This is an optimization exercise on Yosys and OpenROAD, whose aim is small area, a short achievable clock period and few clock cycles, not a production implementation.
Only simulation tests tie the RTL to the original design; equivalence was not proved.
Power and IR drop assume default switching activity.

[flow/run.sh]
#!/bin/bash
# synth_recipe.tcl (not shown) runs the flow's synth.tcl, then flattens the netlist and writes it again
# the make line also repeats each setting of config.mk as NAME=value (left out here)
make -C /OpenROAD-flow-scripts/flow DESIGN_CONFIG=/design/flow/config.mk WORK_HOME=/design/flow/orfs CLKGATE_MAP_FILE= SYNTH_SCRIPT=/design/flow/synth_recipe.tcl finish
[flow/config.mk]
export PLATFORM = sky130hd
export DESIGN_NAME = conv2d_stream_engine
export DESIGN_NICKNAME = conv2d_stream_engine
export VERILOG_FILES = /design/flow/design.v
export SDC_FILE = /design/flow/constraint.sdc
export NUM_CORES = 4
export LEC_CHECK = 0
export CAP_MARGIN = 20
export CORE_MARGIN = 2
export CORE_UTILIZATION = 65
export PLACE_DENSITY = 0.75
export SLEW_MARGIN = 20
[flow/constraint.sdc]
create_clock -name core_clock -period 11.0 [get_ports {clk}]
set_input_delay 2.2000 -clock core_clock [delete_from_list [all_inputs] [get_ports {clk}]]
set_output_delay 2.2000 -clock core_clock [all_outputs]
set_load 0.01 [all_outputs]
[flow/design.v]
module conv2d_stream_engine #(
    parameter int IN_CH  = 16,
    parameter int OUT_CH = 32,
    parameter int IMG_H  = 14,
    parameter int IMG_W  = 14,
    parameter int K      = 3,
    parameter int PAD    = 1,
    parameter int DATA_W = 32,
    parameter int WGT_W  = 8,
    parameter int ACC_W  = 48,
    parameter int RELU   = 1,
    localparam int OH    = IMG_H + 2*PAD - K + 1,
    localparam int OW    = IMG_W + 2*PAD - K + 1,
    localparam int IA_N  = IN_CH*IMG_H*IMG_W,
    localparam int WA_N  = OUT_CH*IN_CH*K*K,
    localparam int OA_N  = OUT_CH*OH*OW,
    localparam int IA_W  = (IA_N > 1) ? $clog2(IA_N) : 1,
    localparam int WA_W  = (WA_N > 1) ? $clog2(WA_N) : 1,
    localparam int BA_W  = (OUT_CH > 1) ? $clog2(OUT_CH) : 1,
    localparam int OA_W  = (OA_N > 1) ? $clog2(OA_N) : 1
) (
    input  logic              clk,
    input  logic              reset,
    input  logic              start,
    output logic              busy,
    output logic              done,
    output logic              sat_flag,
    output logic              in_rd_en,
    output logic [IA_W-1:0]   in_addr,
    input  logic [DATA_W-1:0] in_data,
    output logic              wt_rd_en,
    output logic [WA_W-1:0]   wt_addr,
    input  logic [WGT_W-1:0]  wt_data,
    output logic              b_rd_en,
    output logic [BA_W-1:0]   b_addr,
    input  logic [DATA_W-1:0] b_data,
    output logic              out_valid,
    input  logic              out_ready,
    output logic [OA_W-1:0]   out_addr,
    output logic [DATA_W-1:0] out_data
);
    localparam int AW = 47;
    logic       run;             
    logic       v0, b0;          
    logic [4:0] f_idx;
    logic [3:0] i_idx, j_idx, c_idx;
    logic [1:0] m_idx, n_idx;
    logic       i_top, i_bot, j_lft, j_rgt;
    logic [1:0] m_lo, m_hi, n_lo, n_hi;
    logic       n_end, m_end, c_end, tap_last, pix_last, can_start;
    logic [7:0] first_in;
    logic [12:0] first_wt;
    logic [11:0] in_step;
    logic [3:0]  wt_step;
    logic       pend;            
    always_comb begin
        i_top    = (i_idx == 4'd0);
        i_bot    = (i_idx == 4'(OH-1));
        j_lft    = (j_idx == 4'd0);
        j_rgt    = (j_idx == 4'(OW-1));
        m_lo     = {1'b0, i_top};
        m_hi     = i_bot ? 2'd1 : 2'd2;
        n_lo     = {1'b0, j_lft};
        n_hi     = j_rgt ? 2'd1 : 2'd2;
        n_end    = (n_idx == n_hi);
        m_end    = (m_idx == m_hi);
        c_end    = (c_idx == 4'(IN_CH-1));
        tap_last = n_end & m_end & c_end;
        pix_last = (f_idx == 5'(OUT_CH-1)) & i_bot & j_rgt;
        can_start = ~out_valid & ~pend;
        first_in = {4'd0, i_idx - {3'd0, ~i_top}} * 8'(IMG_W) + {4'd0, j_idx - {3'd0, ~j_lft}};
        first_wt = {8'd0, f_idx} * 13'(IN_CH*K*K) + {11'd0, m_lo[0], m_lo[0]} + {11'd0, n_lo};
        if (!n_end) begin
            in_step = 12'd1;
            wt_step = 4'd1;
        end else if (!m_end) begin
            in_step = j_lft | j_rgt ? 12'(IMG_W-1) : 12'(IMG_W-2);
            wt_step = j_lft | j_rgt ? 4'd2 : 4'd1;
        end else begin
            case ({i_top | i_bot, j_lft | j_rgt})
                2'b00:   begin in_step = 12'(IMG_H*IMG_W - 2*IMG_W - 2); wt_step = 4'd1; end
                2'b01:   begin in_step = 12'(IMG_H*IMG_W - 2*IMG_W - 1); wt_step = 4'd2; end
                2'b10:   begin in_step = 12'(IMG_H*IMG_W - IMG_W - 2);   wt_step = 4'd4; end
                default: begin in_step = 12'(IMG_H*IMG_W - IMG_W - 1);   wt_step = 4'd5; end
            endcase
        end
    end
    assign in_rd_en = v0;
    assign wt_rd_en = v0;
    assign b_rd_en  = v0;
    assign b_addr   = f_idx;
    always_ff @(posedge clk or negedge reset) begin
        if (!reset) begin
            run <= 1'b0;
            v0  <= 1'b0;
            b0  <= 1'b0;
        end else if (!run) begin
            if (start) begin
                run <= 1'b1;
                v0  <= 1'b1;
                b0  <= 1'b1;
            end
        end else if (v0 && b0) begin
            b0 <= 1'b0;
        end else if (!v0 || tap_last) begin
            if (v0 && pix_last) begin
                run <= 1'b0;
                v0  <= 1'b0;
            end else begin
                v0 <= can_start;
                b0 <= can_start;
            end
        end
    end
    always_ff @(posedge clk) begin
        if (!run) begin
            f_idx <= '0;
            i_idx <= '0;
            j_idx <= '0;
        end else if (v0 && b0) begin
            c_idx   <= '0;
            m_idx   <= m_lo;
            n_idx   <= n_lo;
            in_addr <= IA_W'(first_in);
            wt_addr <= first_wt;
        end else if (v0) begin
            in_addr <= in_addr + in_step;
            wt_addr <= wt_addr + WA_W'(wt_step);
            if (!n_end) begin
                n_idx <= n_idx + 2'd1;
            end else begin
                n_idx <= n_lo;
                if (!m_end) begin
                    m_idx <= m_idx + 2'd1;
                end else begin
                    m_idx <= m_lo;
                    c_idx <= c_idx + 4'd1;
                end
            end
            if (tap_last) begin
                if (j_rgt) begin
                    j_idx <= '0;
                    if (i_bot) begin
                        i_idx <= '0;
                        f_idx <= f_idx + 5'd1;
                    end else begin
                        i_idx <= i_idx + 4'd1;
                    end
                end else begin
                    j_idx <= j_idx + 4'd1;
                end
            end
        end
    end
    logic        v1, b1, l1, l2, l3, clr2;
    logic [31:0] x_reg;
    logic [7:0]  w_reg;
    always_ff @(posedge clk or negedge reset) begin
        if (!reset) begin
            v1 <= 1'b0;
            b1 <= 1'b0;
            l1 <= 1'b0;
            l2 <= 1'b0;
            l3 <= 1'b0;
        end else begin
            v1 <= v0;
            b1 <= v0 & b0;
            l1 <= v0 & ~b0 & tap_last;
            l2 <= l1;
            l3 <= l2;
        end
    end
    always_ff @(posedge clk) begin
        x_reg <= b1 ? b_data : in_data;
        w_reg <= v1 ? (b1 ? 8'd1 : wt_data) : 8'd0;
        clr2  <= b1;
    end
    logic [AW-1:0] acc_s, acc_c, sg, cg, s_nx, c_nx;
    logic [32:0]   pp0, pp1, pp2, pp3, xe, x2;
    logic [3:0]    bone, btwo, bneg;
    logic [8:0]    wb;
    always_comb begin
        wb = {w_reg, 1'b0};
        for (int k = 0; k < 4; k++) begin
            bone[k] = wb[2*k+1] ^ wb[2*k];
            btwo[k] = (wb[2*k+2] & ~wb[2*k+1] & ~wb[2*k]) | (~wb[2*k+2] & wb[2*k+1] & wb[2*k]);
            bneg[k] = wb[2*k+2];
        end
        xe  = {x_reg[31], x_reg};
        x2  = {x_reg, 1'b0};
        pp0 = (({33{bone[0]}} & xe) | ({33{btwo[0]}} & x2)) ^ {33{bneg[0]}};
        pp1 = (({33{bone[1]}} & xe) | ({33{btwo[1]}} & x2)) ^ {33{bneg[1]}};
        pp2 = (({33{bone[2]}} & xe) | ({33{btwo[2]}} & x2)) ^ {33{bneg[2]}};
        pp3 = (({33{bone[3]}} & xe) | ({33{btwo[3]}} & x2)) ^ {33{bneg[3]}};
        sg  = clr2 ? '0 : acc_s;
        cg  = clr2 ? '0 : acc_c;
    end
    logic fs0, fc0, fs1, fc1, fs2, fc2, fs3, fc3, fs4, fc4, fs5, fc5, fs6, fc6, fs7, fc7, fs8, fc8, fs9, fc9, fs10, fc10, fs11, fc11, fs12, fc12, fs13, fc13, fs14, fc14, fs15, fc15, fs16, fc16, fs17, fc17, fs18, fc18, fs19, fc19, fs20, fc20, fs21, fc21, fs22, fc22, fs23, fc23, fs24, fc24, fs25, fc25, fs26, fc26, fs27, fc27, fs28, fc28, fs29, fc29, fs30, fc30, fs31, fc31, fs32, fc32, fs33, fc33, fs34, fc34, fs35, fc35, fs36, fc36, fs37, fc37, fs38, fc38, fs39, fc39, fs40, fc40, fs41, fc41, fs42, fc42, fs43, fc43, fs44, fc44, fs45, fc45, fs46, fc46, fs47, fc47, fs48, fc48, fs49, fc49, fs50, fc50, fs51, fc51, fs52, fc52, fs53, fc53, fs54, fc54, fs55, fc55, fs56, fc56, fs57, fc57, fs58, fc58, fs59, fc59, fs60, fc60, fs61, fc61, fs62, fc62, fs63, fc63, fs64, fc64, fs65, fc65, fs66, fc66, fs67, fc67, fs68, fc68, fs69, fc69, fs70, fc70, fs71, fc71, fs72, fc72, fs73, fc73, fs74, fc74, fs75, fc75, fs76, fc76, fs77, fc77, fs78, fc78, fs79, fc79, fs80, fc80, fs81, fc81, fs82, fc82, fs83, fc83, fs84, fc84, fs85, fc85, fs86, fc86, fs87, fc87, fs88, fc88, fs89, fc89, fs90, fc90, fs91, fc91, fs92, fc92, fs93, fc93, fs94, fc94, fs95, fc95, fs96, fc96, fs97, fc97, fs98, fc98, fs99, fc99, fs100, fc100, fs101, fc101, fs102, fc102, fs103, fc103, fs104, fc104, fs105, fc105, fs106, fc106, fs107, fc107, fs108, fc108, fs109, fc109, fs110, fc110, fs111, fc111, fs112, fc112, fs113, fc113, fs114, fc114, fs115, fc115, fs116, fc116, fs117, fc117, fs118, fc118, fs119, fc119, fs120, fc120, fs121, fc121, fs122, fc122, fs123, fc123, fs124, fc124, fs125, fc125, fs126, fc126, fs127, fc127, fs128, fc128, fs129, fc129, fs130, fc130, fs131, fc131, fs132, fc132, fs133, fc133, fs134, fc134, fs135, fc135, fs136, fc136, fs137, fc137, fs138, fc138, fs139, fc139, fs140, fc140, fs141, fc141, fs142, fc142, fs143, fc143, fs144, fc144, fs145, fc145, fs146, fc146, fs147, fc147, fs148, fc148, fs149, fc149, fs150, fc150, fs151, fc151, fs152, fc152, fs153, fc153, fs154, fc154, fs155, fc155, fs156, fc156, fs157, fc157, fs158, fc158, fs159, fc159, fs160, fc160, fs161, fc161, fs162, fc162, fs163, fc163, fs164, fc164, fs165, fc165, fs166, fc166, fs167, fc167, fs168, fc168, fs169, fc169, fs170, fc170, fs171, fc171, fs172, fc172, fs173, fc173, fs174, fc174, fs175, fc175, fs176, fc176, fs177, fc177, fs178, fc178, fs179, fc179, fs180, fc180, fs181, fc181, fs182, fc182, fs183, fc183, fs184, fc184, fs185, fc185, fs186, fc186, fs187, fc187, fs188, fc188;
    assign fs0 = bneg[3] ^ sg[6] ^ 1'b0;
    assign fc0 = bneg[3] & sg[6];
    assign fs1 = sg[7] ^ cg[7] ^ 1'b0;
    assign fc1 = sg[7] & cg[7];
    assign fs2 = sg[8] ^ cg[8] ^ 1'b0;
    assign fc2 = sg[8] & cg[8];
    assign fs3 = sg[9] ^ cg[9] ^ 1'b0;
    assign fc3 = sg[9] & cg[9];
    assign fs4 = sg[10] ^ cg[10] ^ 1'b0;
    assign fc4 = sg[10] & cg[10];
    assign fs5 = sg[11] ^ cg[11] ^ 1'b0;
    assign fc5 = sg[11] & cg[11];
    assign fs6 = sg[12] ^ cg[12] ^ 1'b0;
    assign fc6 = sg[12] & cg[12];
    assign fs7 = sg[13] ^ cg[13] ^ 1'b0;
    assign fc7 = sg[13] & cg[13];
    assign fs8 = sg[14] ^ cg[14] ^ 1'b0;
    assign fc8 = sg[14] & cg[14];
    assign fs9 = sg[15] ^ cg[15] ^ 1'b0;
    assign fc9 = sg[15] & cg[15];
    assign fs10 = sg[16] ^ cg[16] ^ 1'b0;
    assign fc10 = sg[16] & cg[16];
    assign fs11 = sg[17] ^ cg[17] ^ 1'b0;
    assign fc11 = sg[17] & cg[17];
    assign fs12 = sg[18] ^ cg[18] ^ 1'b0;
    assign fc12 = sg[18] & cg[18];
    assign fs13 = sg[19] ^ cg[19] ^ 1'b0;
    assign fc13 = sg[19] & cg[19];
    assign fs14 = sg[20] ^ cg[20] ^ 1'b0;
    assign fc14 = sg[20] & cg[20];
    assign fs15 = sg[21] ^ cg[21] ^ 1'b0;
    assign fc15 = sg[21] & cg[21];
    assign fs16 = sg[22] ^ cg[22] ^ 1'b0;
    assign fc16 = sg[22] & cg[22];
    assign fs17 = sg[23] ^ cg[23] ^ 1'b0;
    assign fc17 = sg[23] & cg[23];
    assign fs18 = sg[24] ^ cg[24] ^ 1'b0;
    assign fc18 = sg[24] & cg[24];
    assign fs19 = sg[25] ^ cg[25] ^ 1'b0;
    assign fc19 = sg[25] & cg[25];
    assign fs20 = sg[26] ^ cg[26] ^ 1'b0;
    assign fc20 = sg[26] & cg[26];
    assign fs21 = sg[27] ^ cg[27] ^ 1'b0;
    assign fc21 = sg[27] & cg[27];
    assign fs22 = sg[28] ^ cg[28] ^ 1'b0;
    assign fc22 = sg[28] & cg[28];
    assign fs23 = sg[29] ^ cg[29] ^ 1'b0;
    assign fc23 = sg[29] & cg[29];
    assign fs24 = sg[30] ^ cg[30] ^ 1'b0;
    assign fc24 = sg[30] & cg[30];
    assign fs25 = sg[31] ^ cg[31] ^ 1'b0;
    assign fc25 = sg[31] & cg[31];
    assign fs26 = sg[32] ^ cg[32] ^ 1'b0;
    assign fc26 = sg[32] & cg[32];
    assign fs27 = sg[33] ^ cg[33] ^ 1'b0;
    assign fc27 = sg[33] & cg[33];
    assign fs28 = sg[34] ^ cg[34] ^ 1'b0;
    assign fc28 = sg[34] & cg[34];
    assign fs29 = bneg[1] ^ sg[2] ^ 1'b0;
    assign fc29 = bneg[1] & sg[2];
    assign fs30 = sg[3] ^ cg[3] ^ 1'b0;
    assign fc30 = sg[3] & cg[3];
    assign fs31 = bneg[2] ^ sg[4] ^ cg[4];
    assign fc31 = (bneg[2] & sg[4]) | (bneg[2] & cg[4]) | (sg[4] & cg[4]);
    assign fs32 = pp0[4] ^ pp1[2] ^ 1'b0;
    assign fc32 = pp0[4] & pp1[2];
    assign fs33 = sg[5] ^ cg[5] ^ pp0[5];
    assign fc33 = (sg[5] & cg[5]) | (sg[5] & pp0[5]) | (cg[5] & pp0[5]);
    assign fs34 = pp1[3] ^ pp2[1] ^ 1'b0;
    assign fc34 = pp1[3] & pp2[1];
    assign fs35 = cg[6] ^ fs0 ^ pp0[6];
    assign fc35 = (cg[6] & fs0) | (cg[6] & pp0[6]) | (fs0 & pp0[6]);
    assign fs36 = pp1[4] ^ pp2[2] ^ pp3[0];
    assign fc36 = (pp1[4] & pp2[2]) | (pp1[4] & pp3[0]) | (pp2[2] & pp3[0]);
    assign fs37 = fc0 ^ fs1 ^ pp0[7];
    assign fc37 = (fc0 & fs1) | (fc0 & pp0[7]) | (fs1 & pp0[7]);
    assign fs38 = pp1[5] ^ pp2[3] ^ pp3[1];
    assign fc38 = (pp1[5] & pp2[3]) | (pp1[5] & pp3[1]) | (pp2[3] & pp3[1]);
    assign fs39 = fc1 ^ fs2 ^ pp0[8];
    assign fc39 = (fc1 & fs2) | (fc1 & pp0[8]) | (fs2 & pp0[8]);
    assign fs40 = pp1[6] ^ pp2[4] ^ pp3[2];
    assign fc40 = (pp1[6] & pp2[4]) | (pp1[6] & pp3[2]) | (pp2[4] & pp3[2]);
    assign fs41 = fc2 ^ fs3 ^ pp0[9];
    assign fc41 = (fc2 & fs3) | (fc2 & pp0[9]) | (fs3 & pp0[9]);
    assign fs42 = pp1[7] ^ pp2[5] ^ pp3[3];
    assign fc42 = (pp1[7] & pp2[5]) | (pp1[7] & pp3[3]) | (pp2[5] & pp3[3]);
    assign fs43 = fc3 ^ fs4 ^ pp0[10];
    assign fc43 = (fc3 & fs4) | (fc3 & pp0[10]) | (fs4 & pp0[10]);
    assign fs44 = pp1[8] ^ pp2[6] ^ pp3[4];
    assign fc44 = (pp1[8] & pp2[6]) | (pp1[8] & pp3[4]) | (pp2[6] & pp3[4]);
    assign fs45 = fc4 ^ fs5 ^ pp0[11];
    assign fc45 = (fc4 & fs5) | (fc4 & pp0[11]) | (fs5 & pp0[11]);
    assign fs46 = pp1[9] ^ pp2[7] ^ pp3[5];
    assign fc46 = (pp1[9] & pp2[7]) | (pp1[9] & pp3[5]) | (pp2[7] & pp3[5]);
    assign fs47 = fc5 ^ fs6 ^ pp0[12];
    assign fc47 = (fc5 & fs6) | (fc5 & pp0[12]) | (fs6 & pp0[12]);
    assign fs48 = pp1[10] ^ pp2[8] ^ pp3[6];
    assign fc48 = (pp1[10] & pp2[8]) | (pp1[10] & pp3[6]) | (pp2[8] & pp3[6]);
    assign fs49 = fc6 ^ fs7 ^ pp0[13];
    assign fc49 = (fc6 & fs7) | (fc6 & pp0[13]) | (fs7 & pp0[13]);
    assign fs50 = pp1[11] ^ pp2[9] ^ pp3[7];
    assign fc50 = (pp1[11] & pp2[9]) | (pp1[11] & pp3[7]) | (pp2[9] & pp3[7]);
    assign fs51 = fc7 ^ fs8 ^ pp0[14];
    assign fc51 = (fc7 & fs8) | (fc7 & pp0[14]) | (fs8 & pp0[14]);
    assign fs52 = pp1[12] ^ pp2[10] ^ pp3[8];
    assign fc52 = (pp1[12] & pp2[10]) | (pp1[12] & pp3[8]) | (pp2[10] & pp3[8]);
    assign fs53 = fc8 ^ fs9 ^ pp0[15];
    assign fc53 = (fc8 & fs9) | (fc8 & pp0[15]) | (fs9 & pp0[15]);
    assign fs54 = pp1[13] ^ pp2[11] ^ pp3[9];
    assign fc54 = (pp1[13] & pp2[11]) | (pp1[13] & pp3[9]) | (pp2[11] & pp3[9]);
    assign fs55 = fc9 ^ fs10 ^ pp0[16];
    assign fc55 = (fc9 & fs10) | (fc9 & pp0[16]) | (fs10 & pp0[16]);
    assign fs56 = pp1[14] ^ pp2[12] ^ pp3[10];
    assign fc56 = (pp1[14] & pp2[12]) | (pp1[14] & pp3[10]) | (pp2[12] & pp3[10]);
    assign fs57 = fc10 ^ fs11 ^ pp0[17];
    assign fc57 = (fc10 & fs11) | (fc10 & pp0[17]) | (fs11 & pp0[17]);
    assign fs58 = pp1[15] ^ pp2[13] ^ pp3[11];
    assign fc58 = (pp1[15] & pp2[13]) | (pp1[15] & pp3[11]) | (pp2[13] & pp3[11]);
    assign fs59 = fc11 ^ fs12 ^ pp0[18];
    assign fc59 = (fc11 & fs12) | (fc11 & pp0[18]) | (fs12 & pp0[18]);
    assign fs60 = pp1[16] ^ pp2[14] ^ pp3[12];
    assign fc60 = (pp1[16] & pp2[14]) | (pp1[16] & pp3[12]) | (pp2[14] & pp3[12]);
    assign fs61 = fc12 ^ fs13 ^ pp0[19];
    assign fc61 = (fc12 & fs13) | (fc12 & pp0[19]) | (fs13 & pp0[19]);
    assign fs62 = pp1[17] ^ pp2[15] ^ pp3[13];
    assign fc62 = (pp1[17] & pp2[15]) | (pp1[17] & pp3[13]) | (pp2[15] & pp3[13]);
    assign fs63 = fc13 ^ fs14 ^ pp0[20];
    assign fc63 = (fc13 & fs14) | (fc13 & pp0[20]) | (fs14 & pp0[20]);
    assign fs64 = pp1[18] ^ pp2[16] ^ pp3[14];
    assign fc64 = (pp1[18] & pp2[16]) | (pp1[18] & pp3[14]) | (pp2[16] & pp3[14]);
    assign fs65 = fc14 ^ fs15 ^ pp0[21];
    assign fc65 = (fc14 & fs15) | (fc14 & pp0[21]) | (fs15 & pp0[21]);
    assign fs66 = pp1[19] ^ pp2[17] ^ pp3[15];
    assign fc66 = (pp1[19] & pp2[17]) | (pp1[19] & pp3[15]) | (pp2[17] & pp3[15]);
    assign fs67 = fc15 ^ fs16 ^ pp0[22];
    assign fc67 = (fc15 & fs16) | (fc15 & pp0[22]) | (fs16 & pp0[22]);
    assign fs68 = pp1[20] ^ pp2[18] ^ pp3[16];
    assign fc68 = (pp1[20] & pp2[18]) | (pp1[20] & pp3[16]) | (pp2[18] & pp3[16]);
    assign fs69 = fc16 ^ fs17 ^ pp0[23];
    assign fc69 = (fc16 & fs17) | (fc16 & pp0[23]) | (fs17 & pp0[23]);
    assign fs70 = pp1[21] ^ pp2[19] ^ pp3[17];
    assign fc70 = (pp1[21] & pp2[19]) | (pp1[21] & pp3[17]) | (pp2[19] & pp3[17]);
    assign fs71 = fc17 ^ fs18 ^ pp0[24];
    assign fc71 = (fc17 & fs18) | (fc17 & pp0[24]) | (fs18 & pp0[24]);
    assign fs72 = pp1[22] ^ pp2[20] ^ pp3[18];
    assign fc72 = (pp1[22] & pp2[20]) | (pp1[22] & pp3[18]) | (pp2[20] & pp3[18]);
    assign fs73 = fc18 ^ fs19 ^ pp0[25];
    assign fc73 = (fc18 & fs19) | (fc18 & pp0[25]) | (fs19 & pp0[25]);
    assign fs74 = pp1[23] ^ pp2[21] ^ pp3[19];
    assign fc74 = (pp1[23] & pp2[21]) | (pp1[23] & pp3[19]) | (pp2[21] & pp3[19]);
    assign fs75 = fc19 ^ fs20 ^ pp0[26];
    assign fc75 = (fc19 & fs20) | (fc19 & pp0[26]) | (fs20 & pp0[26]);
    assign fs76 = pp1[24] ^ pp2[22] ^ pp3[20];
    assign fc76 = (pp1[24] & pp2[22]) | (pp1[24] & pp3[20]) | (pp2[22] & pp3[20]);
    assign fs77 = fc20 ^ fs21 ^ pp0[27];
    assign fc77 = (fc20 & fs21) | (fc20 & pp0[27]) | (fs21 & pp0[27]);
    assign fs78 = pp1[25] ^ pp2[23] ^ pp3[21];
    assign fc78 = (pp1[25] & pp2[23]) | (pp1[25] & pp3[21]) | (pp2[23] & pp3[21]);
    assign fs79 = fc21 ^ fs22 ^ pp0[28];
    assign fc79 = (fc21 & fs22) | (fc21 & pp0[28]) | (fs22 & pp0[28]);
    assign fs80 = pp1[26] ^ pp2[24] ^ pp3[22];
    assign fc80 = (pp1[26] & pp2[24]) | (pp1[26] & pp3[22]) | (pp2[24] & pp3[22]);
    assign fs81 = fc22 ^ fs23 ^ pp0[29];
    assign fc81 = (fc22 & fs23) | (fc22 & pp0[29]) | (fs23 & pp0[29]);
    assign fs82 = pp1[27] ^ pp2[25] ^ pp3[23];
    assign fc82 = (pp1[27] & pp2[25]) | (pp1[27] & pp3[23]) | (pp2[25] & pp3[23]);
    assign fs83 = fc23 ^ fs24 ^ pp0[30];
    assign fc83 = (fc23 & fs24) | (fc23 & pp0[30]) | (fs24 & pp0[30]);
    assign fs84 = pp1[28] ^ pp2[26] ^ pp3[24];
    assign fc84 = (pp1[28] & pp2[26]) | (pp1[28] & pp3[24]) | (pp2[26] & pp3[24]);
    assign fs85 = fc24 ^ fs25 ^ pp0[31];
    assign fc85 = (fc24 & fs25) | (fc24 & pp0[31]) | (fs25 & pp0[31]);
    assign fs86 = pp1[29] ^ pp2[27] ^ pp3[25];
    assign fc86 = (pp1[29] & pp2[27]) | (pp1[29] & pp3[25]) | (pp2[27] & pp3[25]);
    assign fs87 = fc25 ^ fs26 ^ pp0[32];
    assign fc87 = (fc25 & fs26) | (fc25 & pp0[32]) | (fs26 & pp0[32]);
    assign fs88 = pp1[30] ^ pp2[28] ^ pp3[26];
    assign fc88 = (pp1[30] & pp2[28]) | (pp1[30] & pp3[26]) | (pp2[28] & pp3[26]);
    assign fs89 = fc26 ^ fs27 ^ pp0[32];
    assign fc89 = (fc26 & fs27) | (fc26 & pp0[32]) | (fs27 & pp0[32]);
    assign fs90 = pp1[31] ^ pp2[29] ^ pp3[27];
    assign fc90 = (pp1[31] & pp2[29]) | (pp1[31] & pp3[27]) | (pp2[29] & pp3[27]);
    assign fs91 = fc27 ^ fs28 ^ ~pp0[32];
    assign fc91 = (fc27 & fs28) | (fc27 & ~pp0[32]) | (fs28 & ~pp0[32]);
    assign fs92 = ~pp1[32] ^ pp2[30] ^ pp3[28];
    assign fc92 = (~pp1[32] & pp2[30]) | (~pp1[32] & pp3[28]) | (pp2[30] & pp3[28]);
    assign fs93 = 1'b1 ^ sg[35] ^ cg[35];
    assign fc93 = (1'b1 & sg[35]) | (1'b1 & cg[35]) | (sg[35] & cg[35]);
    assign fs94 = fc28 ^ pp2[31] ^ pp3[29];
    assign fc94 = (fc28 & pp2[31]) | (fc28 & pp3[29]) | (pp2[31] & pp3[29]);
    assign fs95 = sg[36] ^ cg[36] ^ ~pp2[32];
    assign fc95 = (sg[36] & cg[36]) | (sg[36] & ~pp2[32]) | (cg[36] & ~pp2[32]);
    assign fs96 = 1'b1 ^ sg[37] ^ 1'b0;
    assign fc96 = 1'b1 & sg[37];
    assign fs97 = cg[2] ^ fs29 ^ 1'b0;
    assign fc97 = cg[2] & fs29;
    assign fs98 = fc29 ^ fs30 ^ pp0[3];
    assign fc98 = (fc29 & fs30) | (fc29 & pp0[3]) | (fs30 & pp0[3]);
    assign fs99 = fc30 ^ fs31 ^ pp2[0];
    assign fc99 = (fc30 & fs31) | (fc30 & pp2[0]) | (fs31 & pp2[0]);
    assign fs100 = fc31 ^ fc32 ^ fs33;
    assign fc100 = (fc31 & fc32) | (fc31 & fs33) | (fc32 & fs33);
    assign fs101 = fc33 ^ fc34 ^ fs35;
    assign fc101 = (fc33 & fc34) | (fc33 & fs35) | (fc34 & fs35);
    assign fs102 = fc35 ^ fc36 ^ fs37;
    assign fc102 = (fc35 & fc36) | (fc35 & fs37) | (fc36 & fs37);
    assign fs103 = fc37 ^ fc38 ^ fs39;
    assign fc103 = (fc37 & fc38) | (fc37 & fs39) | (fc38 & fs39);
    assign fs104 = fc39 ^ fc40 ^ fs41;
    assign fc104 = (fc39 & fc40) | (fc39 & fs41) | (fc40 & fs41);
    assign fs105 = fc41 ^ fc42 ^ fs43;
    assign fc105 = (fc41 & fc42) | (fc41 & fs43) | (fc42 & fs43);
    assign fs106 = fc43 ^ fc44 ^ fs45;
    assign fc106 = (fc43 & fc44) | (fc43 & fs45) | (fc44 & fs45);
    assign fs107 = fc45 ^ fc46 ^ fs47;
    assign fc107 = (fc45 & fc46) | (fc45 & fs47) | (fc46 & fs47);
    assign fs108 = fc47 ^ fc48 ^ fs49;
    assign fc108 = (fc47 & fc48) | (fc47 & fs49) | (fc48 & fs49);
    assign fs109 = fc49 ^ fc50 ^ fs51;
    assign fc109 = (fc49 & fc50) | (fc49 & fs51) | (fc50 & fs51);
    assign fs110 = fc51 ^ fc52 ^ fs53;
    assign fc110 = (fc51 & fc52) | (fc51 & fs53) | (fc52 & fs53);
    assign fs111 = fc53 ^ fc54 ^ fs55;
    assign fc111 = (fc53 & fc54) | (fc53 & fs55) | (fc54 & fs55);
    assign fs112 = fc55 ^ fc56 ^ fs57;
    assign fc112 = (fc55 & fc56) | (fc55 & fs57) | (fc56 & fs57);
    assign fs113 = fc57 ^ fc58 ^ fs59;
    assign fc113 = (fc57 & fc58) | (fc57 & fs59) | (fc58 & fs59);
    assign fs114 = fc59 ^ fc60 ^ fs61;
    assign fc114 = (fc59 & fc60) | (fc59 & fs61) | (fc60 & fs61);
    assign fs115 = fc61 ^ fc62 ^ fs63;
    assign fc115 = (fc61 & fc62) | (fc61 & fs63) | (fc62 & fs63);
    assign fs116 = fc63 ^ fc64 ^ fs65;
    assign fc116 = (fc63 & fc64) | (fc63 & fs65) | (fc64 & fs65);
    assign fs117 = fc65 ^ fc66 ^ fs67;
    assign fc117 = (fc65 & fc66) | (fc65 & fs67) | (fc66 & fs67);
    assign fs118 = fc67 ^ fc68 ^ fs69;
    assign fc118 = (fc67 & fc68) | (fc67 & fs69) | (fc68 & fs69);
    assign fs119 = fc69 ^ fc70 ^ fs71;
    assign fc119 = (fc69 & fc70) | (fc69 & fs71) | (fc70 & fs71);
    assign fs120 = fc71 ^ fc72 ^ fs73;
    assign fc120 = (fc71 & fc72) | (fc71 & fs73) | (fc72 & fs73);
    assign fs121 = fc73 ^ fc74 ^ fs75;
    assign fc121 = (fc73 & fc74) | (fc73 & fs75) | (fc74 & fs75);
    assign fs122 = fc75 ^ fc76 ^ fs77;
    assign fc122 = (fc75 & fc76) | (fc75 & fs77) | (fc76 & fs77);
    assign fs123 = fc77 ^ fc78 ^ fs79;
    assign fc123 = (fc77 & fc78) | (fc77 & fs79) | (fc78 & fs79);
    assign fs124 = fc79 ^ fc80 ^ fs81;
    assign fc124 = (fc79 & fc80) | (fc79 & fs81) | (fc80 & fs81);
    assign fs125 = fc81 ^ fc82 ^ fs83;
    assign fc125 = (fc81 & fc82) | (fc81 & fs83) | (fc82 & fs83);
    assign fs126 = fc83 ^ fc84 ^ fs85;
    assign fc126 = (fc83 & fc84) | (fc83 & fs85) | (fc84 & fs85);
    assign fs127 = fc85 ^ fc86 ^ fs87;
    assign fc127 = (fc85 & fc86) | (fc85 & fs87) | (fc86 & fs87);
    assign fs128 = fc87 ^ fc88 ^ fs89;
    assign fc128 = (fc87 & fc88) | (fc87 & fs89) | (fc88 & fs89);
    assign fs129 = fc89 ^ fc90 ^ fs91;
    assign fc129 = (fc89 & fc90) | (fc89 & fs91) | (fc90 & fs91);
    assign fs130 = fs93 ^ fc91 ^ fc92;
    assign fc130 = (fs93 & fc91) | (fs93 & fc92) | (fc91 & fc92);
    assign fs131 = fc93 ^ pp3[30] ^ fc94;
    assign fc131 = (fc93 & pp3[30]) | (fc93 & fc94) | (pp3[30] & fc94);
    assign fs132 = cg[37] ^ fs96 ^ pp3[31];
    assign fc132 = (cg[37] & fs96) | (cg[37] & pp3[31]) | (fs96 & pp3[31]);
    assign fs133 = sg[38] ^ cg[38] ^ fc96;
    assign fc133 = (sg[38] & cg[38]) | (sg[38] & fc96) | (cg[38] & fc96);
    assign fs134 = 1'b1 ^ sg[39] ^ 1'b0;
    assign fc134 = 1'b1 & sg[39];
    assign fs135 = 1'b1 ^ sg[40] ^ 1'b0;
    assign fc135 = 1'b1 & sg[40];
    assign fs136 = 1'b1 ^ sg[41] ^ 1'b0;
    assign fc136 = 1'b1 & sg[41];
    assign fs137 = 1'b1 ^ sg[42] ^ 1'b0;
    assign fc137 = 1'b1 & sg[42];
    assign fs138 = 1'b1 ^ sg[43] ^ 1'b0;
    assign fc138 = 1'b1 & sg[43];
    assign fs139 = 1'b1 ^ sg[44] ^ 1'b0;
    assign fc139 = 1'b1 & sg[44];
    assign fs140 = 1'b1 ^ sg[45] ^ 1'b0;
    assign fc140 = 1'b1 & sg[45];
    assign fs141 = 1'b1 ^ sg[46] ^ 1'b0;
    assign fc141 = 1'b1 & sg[46];
    assign fs142 = bneg[0] ^ sg[0] ^ pp0[0];
    assign fc142 = (bneg[0] & sg[0]) | (bneg[0] & pp0[0]) | (sg[0] & pp0[0]);
    assign fs143 = sg[1] ^ cg[1] ^ pp0[1];
    assign fc143 = (sg[1] & cg[1]) | (sg[1] & pp0[1]) | (cg[1] & pp0[1]);
    assign fs144 = fs97 ^ pp0[2] ^ pp1[0];
    assign fc144 = (fs97 & pp0[2]) | (fs97 & pp1[0]) | (pp0[2] & pp1[0]);
    assign fs145 = fc97 ^ pp1[1] ^ fs98;
    assign fc145 = (fc97 & pp1[1]) | (fc97 & fs98) | (pp1[1] & fs98);
    assign fs146 = fc98 ^ fs99 ^ fs32;
    assign fc146 = (fc98 & fs99) | (fc98 & fs32) | (fs99 & fs32);
    assign fs147 = fc99 ^ fs34 ^ fs100;
    assign fc147 = (fc99 & fs34) | (fc99 & fs100) | (fs34 & fs100);
    assign fs148 = fs36 ^ fc100 ^ fs101;
    assign fc148 = (fs36 & fc100) | (fs36 & fs101) | (fc100 & fs101);
    assign fs149 = fs38 ^ fc101 ^ fs102;
    assign fc149 = (fs38 & fc101) | (fs38 & fs102) | (fc101 & fs102);
    assign fs150 = fs40 ^ fc102 ^ fs103;
    assign fc150 = (fs40 & fc102) | (fs40 & fs103) | (fc102 & fs103);
    assign fs151 = fs42 ^ fc103 ^ fs104;
    assign fc151 = (fs42 & fc103) | (fs42 & fs104) | (fc103 & fs104);
    assign fs152 = fs44 ^ fc104 ^ fs105;
    assign fc152 = (fs44 & fc104) | (fs44 & fs105) | (fc104 & fs105);
    assign fs153 = fs46 ^ fc105 ^ fs106;
    assign fc153 = (fs46 & fc105) | (fs46 & fs106) | (fc105 & fs106);
    assign fs154 = fs48 ^ fc106 ^ fs107;
    assign fc154 = (fs48 & fc106) | (fs48 & fs107) | (fc106 & fs107);
    assign fs155 = fs50 ^ fc107 ^ fs108;
    assign fc155 = (fs50 & fc107) | (fs50 & fs108) | (fc107 & fs108);
    assign fs156 = fs52 ^ fc108 ^ fs109;
    assign fc156 = (fs52 & fc108) | (fs52 & fs109) | (fc108 & fs109);
    assign fs157 = fs54 ^ fc109 ^ fs110;
    assign fc157 = (fs54 & fc109) | (fs54 & fs110) | (fc109 & fs110);
    assign fs158 = fs56 ^ fc110 ^ fs111;
    assign fc158 = (fs56 & fc110) | (fs56 & fs111) | (fc110 & fs111);
    assign fs159 = fs58 ^ fc111 ^ fs112;
    assign fc159 = (fs58 & fc111) | (fs58 & fs112) | (fc111 & fs112);
    assign fs160 = fs60 ^ fc112 ^ fs113;
    assign fc160 = (fs60 & fc112) | (fs60 & fs113) | (fc112 & fs113);
    assign fs161 = fs62 ^ fc113 ^ fs114;
    assign fc161 = (fs62 & fc113) | (fs62 & fs114) | (fc113 & fs114);
    assign fs162 = fs64 ^ fc114 ^ fs115;
    assign fc162 = (fs64 & fc114) | (fs64 & fs115) | (fc114 & fs115);
    assign fs163 = fs66 ^ fc115 ^ fs116;
    assign fc163 = (fs66 & fc115) | (fs66 & fs116) | (fc115 & fs116);
    assign fs164 = fs68 ^ fc116 ^ fs117;
    assign fc164 = (fs68 & fc116) | (fs68 & fs117) | (fc116 & fs117);
    assign fs165 = fs70 ^ fc117 ^ fs118;
    assign fc165 = (fs70 & fc117) | (fs70 & fs118) | (fc117 & fs118);
    assign fs166 = fs72 ^ fc118 ^ fs119;
    assign fc166 = (fs72 & fc118) | (fs72 & fs119) | (fc118 & fs119);
    assign fs167 = fs74 ^ fc119 ^ fs120;
    assign fc167 = (fs74 & fc119) | (fs74 & fs120) | (fc119 & fs120);
    assign fs168 = fs76 ^ fc120 ^ fs121;
    assign fc168 = (fs76 & fc120) | (fs76 & fs121) | (fc120 & fs121);
    assign fs169 = fs78 ^ fc121 ^ fs122;
    assign fc169 = (fs78 & fc121) | (fs78 & fs122) | (fc121 & fs122);
    assign fs170 = fs80 ^ fc122 ^ fs123;
    assign fc170 = (fs80 & fc122) | (fs80 & fs123) | (fc122 & fs123);
    assign fs171 = fs82 ^ fc123 ^ fs124;
    assign fc171 = (fs82 & fc123) | (fs82 & fs124) | (fc123 & fs124);
    assign fs172 = fs84 ^ fc124 ^ fs125;
    assign fc172 = (fs84 & fc124) | (fs84 & fs125) | (fc124 & fs125);
    assign fs173 = fs86 ^ fc125 ^ fs126;
    assign fc173 = (fs86 & fc125) | (fs86 & fs126) | (fc125 & fs126);
    assign fs174 = fs88 ^ fc126 ^ fs127;
    assign fc174 = (fs88 & fc126) | (fs88 & fs127) | (fc126 & fs127);
    assign fs175 = fs90 ^ fc127 ^ fs128;
    assign fc175 = (fs90 & fc127) | (fs90 & fs128) | (fc127 & fs128);
    assign fs176 = fs92 ^ fc128 ^ fs129;
    assign fc176 = (fs92 & fc128) | (fs92 & fs129) | (fc128 & fs129);
    assign fs177 = fs94 ^ fc129 ^ fs130;
    assign fc177 = (fs94 & fc129) | (fs94 & fs130) | (fc129 & fs130);
    assign fs178 = fs95 ^ fc130 ^ fs131;
    assign fc178 = (fs95 & fc130) | (fs95 & fs131) | (fc130 & fs131);
    assign fs179 = fs132 ^ fc95 ^ fc131;
    assign fc179 = (fs132 & fc95) | (fs132 & fc131) | (fc95 & fc131);
    assign fs180 = fs133 ^ ~pp3[32] ^ fc132;
    assign fc180 = (fs133 & ~pp3[32]) | (fs133 & fc132) | (~pp3[32] & fc132);
    assign fs181 = cg[39] ^ fs134 ^ fc133;
    assign fc181 = (cg[39] & fs134) | (cg[39] & fc133) | (fs134 & fc133);
    assign fs182 = cg[40] ^ fc134 ^ fs135;
    assign fc182 = (cg[40] & fc134) | (cg[40] & fs135) | (fc134 & fs135);
    assign fs183 = cg[41] ^ fc135 ^ fs136;
    assign fc183 = (cg[41] & fc135) | (cg[41] & fs136) | (fc135 & fs136);
    assign fs184 = cg[42] ^ fc136 ^ fs137;
    assign fc184 = (cg[42] & fc136) | (cg[42] & fs137) | (fc136 & fs137);
    assign fs185 = cg[43] ^ fc137 ^ fs138;
    assign fc185 = (cg[43] & fc137) | (cg[43] & fs138) | (fc137 & fs138);
    assign fs186 = cg[44] ^ fc138 ^ fs139;
    assign fc186 = (cg[44] & fc138) | (cg[44] & fs139) | (fc138 & fs139);
    assign fs187 = cg[45] ^ fc139 ^ fs140;
    assign fc187 = (cg[45] & fc139) | (cg[45] & fs140) | (fc139 & fs140);
    assign fs188 = cg[46] ^ fc140 ^ fs141;
    assign fc188 = (cg[46] & fc140) | (cg[46] & fs141) | (fc140 & fs141);
    assign s_nx[0] = fs142;
    assign s_nx[1] = fc142;
    assign s_nx[2] = fc143;
    assign s_nx[3] = fc144;
    assign s_nx[4] = fc145;
    assign s_nx[5] = fc146;
    assign s_nx[6] = fc147;
    assign s_nx[7] = fc148;
    assign s_nx[8] = fc149;
    assign s_nx[9] = fc150;
    assign s_nx[10] = fc151;
    assign s_nx[11] = fc152;
    assign s_nx[12] = fc153;
    assign s_nx[13] = fc154;
    assign s_nx[14] = fc155;
    assign s_nx[15] = fc156;
    assign s_nx[16] = fc157;
    assign s_nx[17] = fc158;
    assign s_nx[18] = fc159;
    assign s_nx[19] = fc160;
    assign s_nx[20] = fc161;
    assign s_nx[21] = fc162;
    assign s_nx[22] = fc163;
    assign s_nx[23] = fc164;
    assign s_nx[24] = fc165;
    assign s_nx[25] = fc166;
    assign s_nx[26] = fc167;
    assign s_nx[27] = fc168;
    assign s_nx[28] = fc169;
    assign s_nx[29] = fc170;
    assign s_nx[30] = fc171;
    assign s_nx[31] = fc172;
    assign s_nx[32] = fc173;
    assign s_nx[33] = fc174;
    assign s_nx[34] = fc175;
    assign s_nx[35] = fc176;
    assign s_nx[36] = fc177;
    assign s_nx[37] = fc178;
    assign s_nx[38] = fs180;
    assign s_nx[39] = fs181;
    assign s_nx[40] = fs182;
    assign s_nx[41] = fc182;
    assign s_nx[42] = fc183;
    assign s_nx[43] = fc184;
    assign s_nx[44] = fc185;
    assign s_nx[45] = fc186;
    assign s_nx[46] = fc187;
    assign c_nx[0] = 1'b0;
    assign c_nx[1] = fs143;
    assign c_nx[2] = fs144;
    assign c_nx[3] = fs145;
    assign c_nx[4] = fs146;
    assign c_nx[5] = fs147;
    assign c_nx[6] = fs148;
    assign c_nx[7] = fs149;
    assign c_nx[8] = fs150;
    assign c_nx[9] = fs151;
    assign c_nx[10] = fs152;
    assign c_nx[11] = fs153;
    assign c_nx[12] = fs154;
    assign c_nx[13] = fs155;
    assign c_nx[14] = fs156;
    assign c_nx[15] = fs157;
    assign c_nx[16] = fs158;
    assign c_nx[17] = fs159;
    assign c_nx[18] = fs160;
    assign c_nx[19] = fs161;
    assign c_nx[20] = fs162;
    assign c_nx[21] = fs163;
    assign c_nx[22] = fs164;
    assign c_nx[23] = fs165;
    assign c_nx[24] = fs166;
    assign c_nx[25] = fs167;
    assign c_nx[26] = fs168;
    assign c_nx[27] = fs169;
    assign c_nx[28] = fs170;
    assign c_nx[29] = fs171;
    assign c_nx[30] = fs172;
    assign c_nx[31] = fs173;
    assign c_nx[32] = fs174;
    assign c_nx[33] = fs175;
    assign c_nx[34] = fs176;
    assign c_nx[35] = fs177;
    assign c_nx[36] = fs178;
    assign c_nx[37] = fs179;
    assign c_nx[38] = fc179;
    assign c_nx[39] = fc180;
    assign c_nx[40] = fc181;
    assign c_nx[41] = fs183;
    assign c_nx[42] = fs184;
    assign c_nx[43] = fs185;
    assign c_nx[44] = fs186;
    assign c_nx[45] = fs187;
    assign c_nx[46] = fs188;
    always_ff @(posedge clk) begin
        acc_s <= s_nx;
        acc_c <= c_nx;
    end
    logic [AW-1:0] sum;
    logic          over, xfer;
    logic [31:0]   res;
    always_comb begin
        sum  = acc_s + acc_c;
        over = |sum[AW-2:31];
        if (sum[AW-1])
            res = '0;
        else if (over)
            res = 32'h7fffffff;
        else
            res = {1'b0, sum[30:0]};
        xfer = (l3 | pend) & ~out_valid;
    end
    always_ff @(posedge clk) begin
        if (start && !busy) begin
            out_addr <= '1;
        end else if (xfer) begin
            out_addr <= out_addr + 1'b1;
            out_data <= res;
        end
    end
    always_ff @(posedge clk or negedge reset) begin
        if (!reset) begin
            pend      <= 1'b0;
            out_valid <= 1'b0;
            busy      <= 1'b0;
            done      <= 1'b0;
            sat_flag  <= 1'b0;
        end else begin
            pend      <= (l3 | pend) & out_valid;
            out_valid <= xfer | (out_valid & ~out_ready);
            done      <= 1'b0;
            if (start && !busy) begin
                busy     <= 1'b1;
                sat_flag <= 1'b0;
            end else begin
                if (xfer && !sum[AW-1] && over)
                    sat_flag <= 1'b1;
                if (out_valid && out_ready && out_addr == OA_W'(OA_N-1)) begin
                    busy <= 1'b0;
                    done <= 1'b1;
                end
            end
        end
    end
endmodule
==> reports/metrics.cfg, run 1 <==
[cells_and_area]
fillers = 2528
drive_gt1_share_pct = 5.94
diodes = 0
largest_reg_flops = 47
final_cells = 3100
fin_nets = 2980
area_delta_synth_final_pct = 11.6
fin_util_pct = 73.7

[setup_path]
rr_worst_depth = 17
critPathLaunch = i_idx[2]$_SDFFE_PN0P_
path_max_fanout = 7
critPathTopFamily = simple AND/OR/NAND/NOR gates
crit_type = register to register
crit_arrival_ps = 4380
cp.depth = 17
worstPathCellList = nand2_1 > or3_1 > mux2i_1 > or2_1 > or3_1 > inv_1 > ha_1 > a21o_1 > a21oi_1 > o21bai_1 > a21oi_1 > nor2b_1 > o211a_1 > o21a_1 > nand3_1 > xor2_1 > nor2_1
endpoint_kind = register
critPathLaunchType = register
rrSetupSlack_ps = 6930
slowest_delay_ps = 460
worstReg2RegEnd = in_addr[11]$_SDFFCE_PP0P_
required_ps = 11310
critPathBufInv = 1
endpoint = in_addr[11]$_SDFFCE_PP0P_
slowest_stage = dfxtp_1
rr_startpoint = i_idx[2]$_SDFFE_PN0P_

[power]
switching_share_pct = 49.6
p_seq_share_pct = 19.5
pwr-share-comb_pct = 69.4
p_int_uw = 4540
vdd_drop_max_uv = 513
power.share.clock_pct = 11.0
p_leak_uw = 0.0101
power_per_cell_area_nw_per_um2 = 375
p_sw_uw = 4460

[global_routing]
antenna_found_initial = 0
grt_pass1_vias = 17437
grt_pass1_wl_um = 89900
grt_max_degree = 103
grt_overflow = 0
grt_usage_pct = 32.3

[sta]
max_clock_freq_ghz = 0.246
hold_violations = 0
skew_ps = 16.0
drv_slew = 0
maxSlewHeadroom_pct = 31.6
fin_crit_ps = 4070
period_share_pct = 37.0
setup_viol = 0
tightestPinTransition_ps = 1030
layout_setup_ws_ps = 6930
rsz0062_at_grt = no
tns_ps = 0

[cts]
cts-htree-levels = 1
clk_pin_slew_ps = 70
clockBufferDepth = 3
postCtsHoldBufs = 0
clkLatencyLatePin_ps = 570
post_cts_buffers = 0
cts_resized = 0
cts_buffers = 28
cts_tree = yes
cts_root_buf = clkbuf_16
cts.sinks = 237

[synthesis]
synth-main-ff-cell = dfxtp_1
ys_warn_count = 1
synth.net_count = 2973
ys_types = 81
syn_area_um2 = 21500
syn-instance-count = 2629
synth_top_area_share_pct = 14.9
synth_largest_area_cell = dfxtp_1
avgSynthCellArea_um2 = 8.17
ys_top_cells_by_area = dfxtp_1 (15%), fa_1 (14%), a21oi_1 (9.7%)
synth_edf_count = 64
seq_area_frac_synth_pct = 25.4
synth-seq-cells = 237
async_flop_share_pct = 5.49

[placement]
pre_cts_slack_ps = 6360
dpl.hpwl_um = 40700
portBuffers = 156
place_inst = 3047
gp_congestion = 0.878

[detailed_routing]
first_pass_iters = 7
post-route-drc-count = 0
wirelength_um = 55700
wl_per_cell_um = 18.0
ant_nets = 0
viasPerCell = 6.10
first_iter_violations = 2039
via_count = 18915

[min_path]
worstHoldStart = l2$_DFF_PN0_
hold_class = register to register

[die]
initial_core_util_pct = 66.0
core_um2 = 32500
fp.dieH_um = 186
fp.dieW_um = 186
die_area_um2 = 34500
num_io_pins = 158
num_rows = 66

[flow_run]
cap_violations = 0

[outcome]
status = no timing/DRC/antenna violations

[cells in the final DEF, fill, tap and decap left out, types with 6 or more instances in the layout]
cell	synthesis	routed
nand2b_1	33	33
nand4_1	19	19
nor2_1	164	164
dfxtp_1	160	151
nor2b_1	91	91
buf_4	3	17
o21bai_1	12	12
clkbuf_16	0	31
fa_1	149	149
mux2_2	33	33
a211oi_1	6	6
a22oi_1	9	9
edfxtp_1	64	64
xor2_1	45	45
nand2_1	241	241
nand3_1	29	29
xnor2_1	77	76
dfrtp_1	13	13
clkdlybuf4s50_1	0	156
ha_1	119	119
and3_1	6	6
a21o_1	22	22
dfxtp_2	0	6
o31ai_1	54	54
and2_1	28	27
a21oi_2	34	34
o22ai_1	89	89
maj3_1	34	34
inv_1	254	254
nor3_1	21	21
o21a_1	9	9
o311a_1	6	6
o21ai_0	98	98
or3_1	11	11
a21oi_1	414	414
[Yosys cell counts (33+ instances only)]
| master | instances |
|---|---|
| dfxtp_1 | 160 |
| o31ai_1 | 54 |
| xnor2_1 | 77 |
| nor2_1 | 164 |
| buf_1 | 34 |
| o22ai_1 | 89 |
| clkbuf_1 | 150 |
| maj3_1 | 34 |
| nand2b_1 | 33 |
| o21ai_0 | 98 |
| nor2b_1 | 91 |
| nand2_1 | 241 |
| a21oi_1 | 414 |
| mux2_2 | 33 |
| a21oi_2 | 34 |
| xor2_1 | 45 |
| edfxtp_1 | 64 |
| ha_1 | 119 |
| fa_1 | 149 |
| inv_1 | 254 |
[metal layers]
metal,up-vias,share of wire [%],global-route usage [%],routed length (um)
met5,-,0,0,0
met4,0,1.8,6.05,999
met3,87,8.8,4.72,4910
met2,836,45,50.5,24900
met1,9015,45,47.9,25000
li1,8977,-,-,-
[cells by family (layout without fill, tap and decap cells)]
group                      count (synthesis)  count (layout)  synth area share [%]
muxes                                     38              38                  1.96
buffers and inverters                    453             482                  8.15
DFF                                      237             237                  25.4
other                                      1               1                0.0175
and+or+nand+nor                          671             671                  14.8
adders and majority gates                302             302                  22.4
xor gates and xnor gates                 122             122                  4.98
AOI/OAI and AO/OA                        805             805                  22.3
[how the worst min path moves through the flow]
stage,to,slack [ps],cells past startpoint
global placement,l3$_DFF_PN0_,330,0
global route,l3$_DFF_PN0_,370,0
floorplan,l2$_DFF_PN0_,330,0
finish,l3$_DFF_PN0_,350,0
detailed placement,l3$_DFF_PN0_,340,0
CTS,l3$_DFF_PN0_,350,0
[worst register-to-register path: cells and delay by family, from the launching register on]
family | cells | cell delay (ps)
AND/OR/NAND/NOR | 7 | 1540
AO/OA/AOI/OAI | 6 | 1160
flip-flops | 1 | 460
multiplexers | 1 | 230
adder cells (fa/ha/maj) | 1 | 220
XOR/XNOR | 1 | 150
buffers and inverters | 1 | 80
[power by group through the flow]
stage                     registers, uW  logic, uW  clock network [uW]
after floorplan                    1600       4640                   0
after global placement             1740       5840                   0
after detailed placement           1750       6130                   0
after CTS                          1740       6210                1000
after global routing               1790       7110                1030
final                              1760       6250                 993
[area by class of cell]
class	instances	area [um^2]	area share, %
clock inverters	14	164	0.684
multi-input cells	1939	14300	59.6
clock buffers	38	822	3.43
well taps	442	553	2.31
inverters	256	961	4.01
flip-flops and latches	237	5470	22.8
repair buffers	174	1720	7.16
[through the flow]
stage | cell area (um^2) | hold WS (ps) | total power, uW
after floorplan | 21500 | 331 | 6240
after global placement | 22900 | 332 | 7580
after detailed placement | 22900 | 337 | 7880
after CTS | 23900 | 350 | 8960
after global routing | 24000 | 368 | 9930
final | 24000 | 347 | 9000
Testbench counts, summed over its fixed seeds: cycles 3,301,908.
==> inputs of run 2 (changes only) <==
--- a/flow/config.mk
+++ b/flow/config.mk
@@ -8,5 +8,4 @@
 export CAP_MARGIN = 20
 export CORE_MARGIN = 2
-export CORE_UTILIZATION = 65
-export PLACE_DENSITY = 0.75
+export CORE_UTILIZATION = 40
 export SLEW_MARGIN = 20
==> reports/metrics.cfg, run 2 <==
[outcome]
status = no timing/DRC/antenna violations

[global_routing]
grt_pass1_vias = 17449  ; +0.069%
grt_usage_pct = 20.5  ; -12 points
antenna_found_initial = 0  ; unchanged
grt_max_degree = 101  ; -1.9%
grt_pass1_wl_um = 94000  ; +4.5%
grt_overflow = 0  ; unchanged

[detailed_routing]
ant_nets = 0  ; unchanged
first_iter_violations = 1491  ; -27%
via_count = 18568  ; -1.8%
post-route-drc-count = 0  ; unchanged
wirelength_um = 58300  ; +4.6%
first_pass_iters = 6  ; -1
viasPerCell = 5.53  ; -9.3%
wl_per_cell_um = 17.4  ; -3.3%

[cells_and_area]
diodes = 0  ; unchanged
final_cells = 3355  ; +8.2%
final_common_cell = a21oi_1
area_delta_synth_final_pct = 13.3
largest_reg_flops = 47  ; unchanged
drive_gt1_share_pct = 6.19  ; +0.24 points
fin_nets = 2987  ; +0.23%
layout_common_cells = a21oi_1 (414), inv_1 (254), nand2_1 (241)

[power]
power.share.clock_pct = 11.2  ; +0.2 points
vdd_drop_max_uv = 182  ; -64%
p_leak_uw = 0.0101  ; +0.37%
p_sw_uw = 4590  ; +2.9%
switching_share_pct = 50.1  ; +0.54 points
p_seq_share_pct = 18.9  ; -0.6 points
pwr-share-comb_pct = 69.8  ; +0.4 points
power_per_cell_area_nw_per_um2 = 376  ; +0.21%
p_int_uw = 4570  ; +0.65%

[cts]
cts_tree = yes
clkLatencyLatePin_ps = 620  ; +50 ps
cts_resized = 0  ; unchanged
cts_root_buf = clkbuf_16
cts.sinks = 237  ; unchanged
cts_buffers = 30  ; +7.1%
post_cts_buffers = 0  ; unchanged
clockBufferDepth = 3  ; unchanged
cts-htree-levels = 1  ; unchanged
postCtsHoldBufs = 0  ; unchanged
clk_pin_slew_ps = 60  ; about the same

[synthesis]
synth.net_count = 2973  ; unchanged
synth-main-ff-cell = dfxtp_1
ys_warn_count = 1  ; unchanged
avgSynthCellArea_um2 = 8.17  ; unchanged
synth_edf_count = 64  ; unchanged
synthTopCellsByCount = a21oi_1 (414), inv_1 (254), nand2_1 (241)
ys_types = 81  ; unchanged
synth_top_area_share_pct = 14.9  ; unchanged
synth-seq-cells = 237  ; unchanged
syn-instance-count = 2629  ; unchanged
seq_area_frac_synth_pct = 25.4  ; unchanged
syn_area_um2 = 21500  ; unchanged
yosysMostFrequentCell = a21oi_1
async_flop_share_pct = 5.49  ; unchanged
ys_top_cells_by_area = dfxtp_1 (15%), fa_1 (14%), a21oi_1 (9.7%)
synth_largest_area_cell = dfxtp_1

[die]
num_io_pins = 158  ; unchanged
fp.dieH_um = 236  ; +27%
die_area_um2 = 55500  ; +61%
num_rows = 84  ; +27%
initial_core_util_pct = 40.7  ; -25 points
fp.dieW_um = 236  ; +27%
core_um2 = 52800  ; +62%

[placement]
gp_congestion = 0.911  ; +3.9%
pre_cts_slack_ps = 6610  ; +251 ps
dpl.hpwl_um = 43900  ; +7.9%
place_inst = 3299  ; +8.3%
portBuffers = 156  ; unchanged

[setup_path]
slowest_stage = nor4_4
path_max_fanout = 18  ; +11
worstPathCellList = ha_1 > fa_1 > a21oi_1 > o211ai_1 > nand4_1 > a21boi_2 > o211a_1 > or4_1 > a32oi_1 > nand4_1 > nor4_4 > buf_4 > a21oi_1
endpoint_kind = register
critPathLaunchType = register
crit_type = register to register
slowest_delay_ps = 820  ; +360 ps
critPathBufInv = 1  ; unchanged
critPathTopFamily = simple AND/OR/NAND/NOR gates
required_ps = 11320  ; about the same
crit_arrival_ps = 4700  ; +320 ps

[sta]
period_share_pct = 39.8  ; +2.8 points
drv_slew = 0  ; unchanged
fin_crit_ps = 4380  ; +310 ps
maxSlewHeadroom_pct = 33.8  ; +2.2 points
tightestPinTransition_ps = 987  ; -38.8 ps
rsz0062_at_grt = no
layout_setup_ws_ps = 6620  ; -310 ps
setup_viol = 0  ; unchanged
skew_ps = 52.3  ; +36.3 ps
hold_violations = 0  ; unchanged
tns_ps = 0  ; unchanged
max_clock_freq_ghz = 0.228  ; -7.1%

[flow_run]
cap_violations = 0  ; unchanged

[min_path]
hold_class = register to register

-- run 2: cell families after synthesis --
group / Yosys count / synth area share (%)
AOI/OAI and AO/OA: 805 / 22.3
and+or+nand+nor: 671 / 14.8
buffers and inverters: 453 / 8.15
adders and majority gates: 302 / 22.4
DFF: 237 / 25.4
xor gates and xnor gates: 122 / 4.98
muxes: 38 / 1.96
other: 1 / 0.0175
-- run 2: power by group through the flow --
stage	sequential [uW]	combinational, uW	clock, uW
5_1_grt	1780	7320	1090
6_report	1730	6390	1030
2_1_floorplan	1600	4640	0
3_5_place_dp	1740	6380	0
4_1_cts	1730	6430	1060
3_3_place_gp	1720	6270	0
-- run 2: layout make-up --
type | instances | area [um^2]
clock inverter | 20 | 243
inverter | 256 | 961
fill | 5191 | 28400
sequential | 237 | 5470
multi-input combinational | 1939 | 14300
clock buffer | 36 | 787
tap | 688 | 861
timing repair buffer | 179 | 1730
-- run 2: metal layers --
metal	vias to the layer above	global-route usage (%)	share of wire, %
met5	-	0	0
met4	0	3.74	1.3
met1	8913	30.5	48
li1	9018	-	-
met3	57	2.25	5.7
met2	580	32.2	45
-- run 2: final timing paths --
path | start | end | slack [ps] | cells past startpoint
min in group asynchronous | reset | b1$_DFF_PN0_ | 2030 | 1
hold reg to reg | l2$_DFF_PN0_ | l3$_DFF_PN0_ | 340 | 0
setup / recovery | acc_s[1]$_DFF_P_ | out_data[0]$_SDFFCE_PP0P_ | 6620 | 13
hold / removal | l2$_DFF_PN0_ | l3$_DFF_PN0_ | 340 | 0
max in group asynchronous | reset | sat_flag$_DFFE_PN0P_ | 8490 | 1
setup reg to reg | acc_s[1]$_DFF_P_ | out_data[0]$_SDFFCE_PP0P_ | 6620 | 13
-- run 2: per-stage QoR --
stage	total power [uW]	hold slack [ps]	cell area (um^2)	util, %
after floorplan	6240	331	21500	-
after global placement	7990	335	23300	44.2
after detailed placement	8130	335	23300	44.2
after CTS	9210	342	24300	46.1
after global routing	10200	356	24300	46.1
final	9150	344	24300	46.1

re-timing with driven ports:
Ports are ideal in the flow. The routed layouts listed here were re-timed in OpenROAD.
Step 1 assumes that a clkbuf_16 drives the clock port and a buf_2 every other input.
Step 2 times the ports against the registers' clock, not the clock port: input delays grow and output delays shrink by t, the midpoint of the rising clock arrivals with the driver on.
a / b / c = ideal / step 1 / step 2; a / b = the first two.
run	t (ns)	slack for setup (ns)	latest minus earliest clock arrival (ns)	slew at the worst register clock pin (ns)	worst slew at a driven data input, ns
run 1	0.619	6.929 / 6.929 / 6.715	0.017 / 0.017	0.07 / 0.07	0.04
run 2	0.649	6.619 / 6.619 / 6.619	0.052 / 0.053	0.06 / 0.06	0.04
After both steps every run listed still meets setup and hold. For run 1, which loses most, drivers alone change the setup slack by 0.000 ns; drivers and shift together by -0.214 ns.
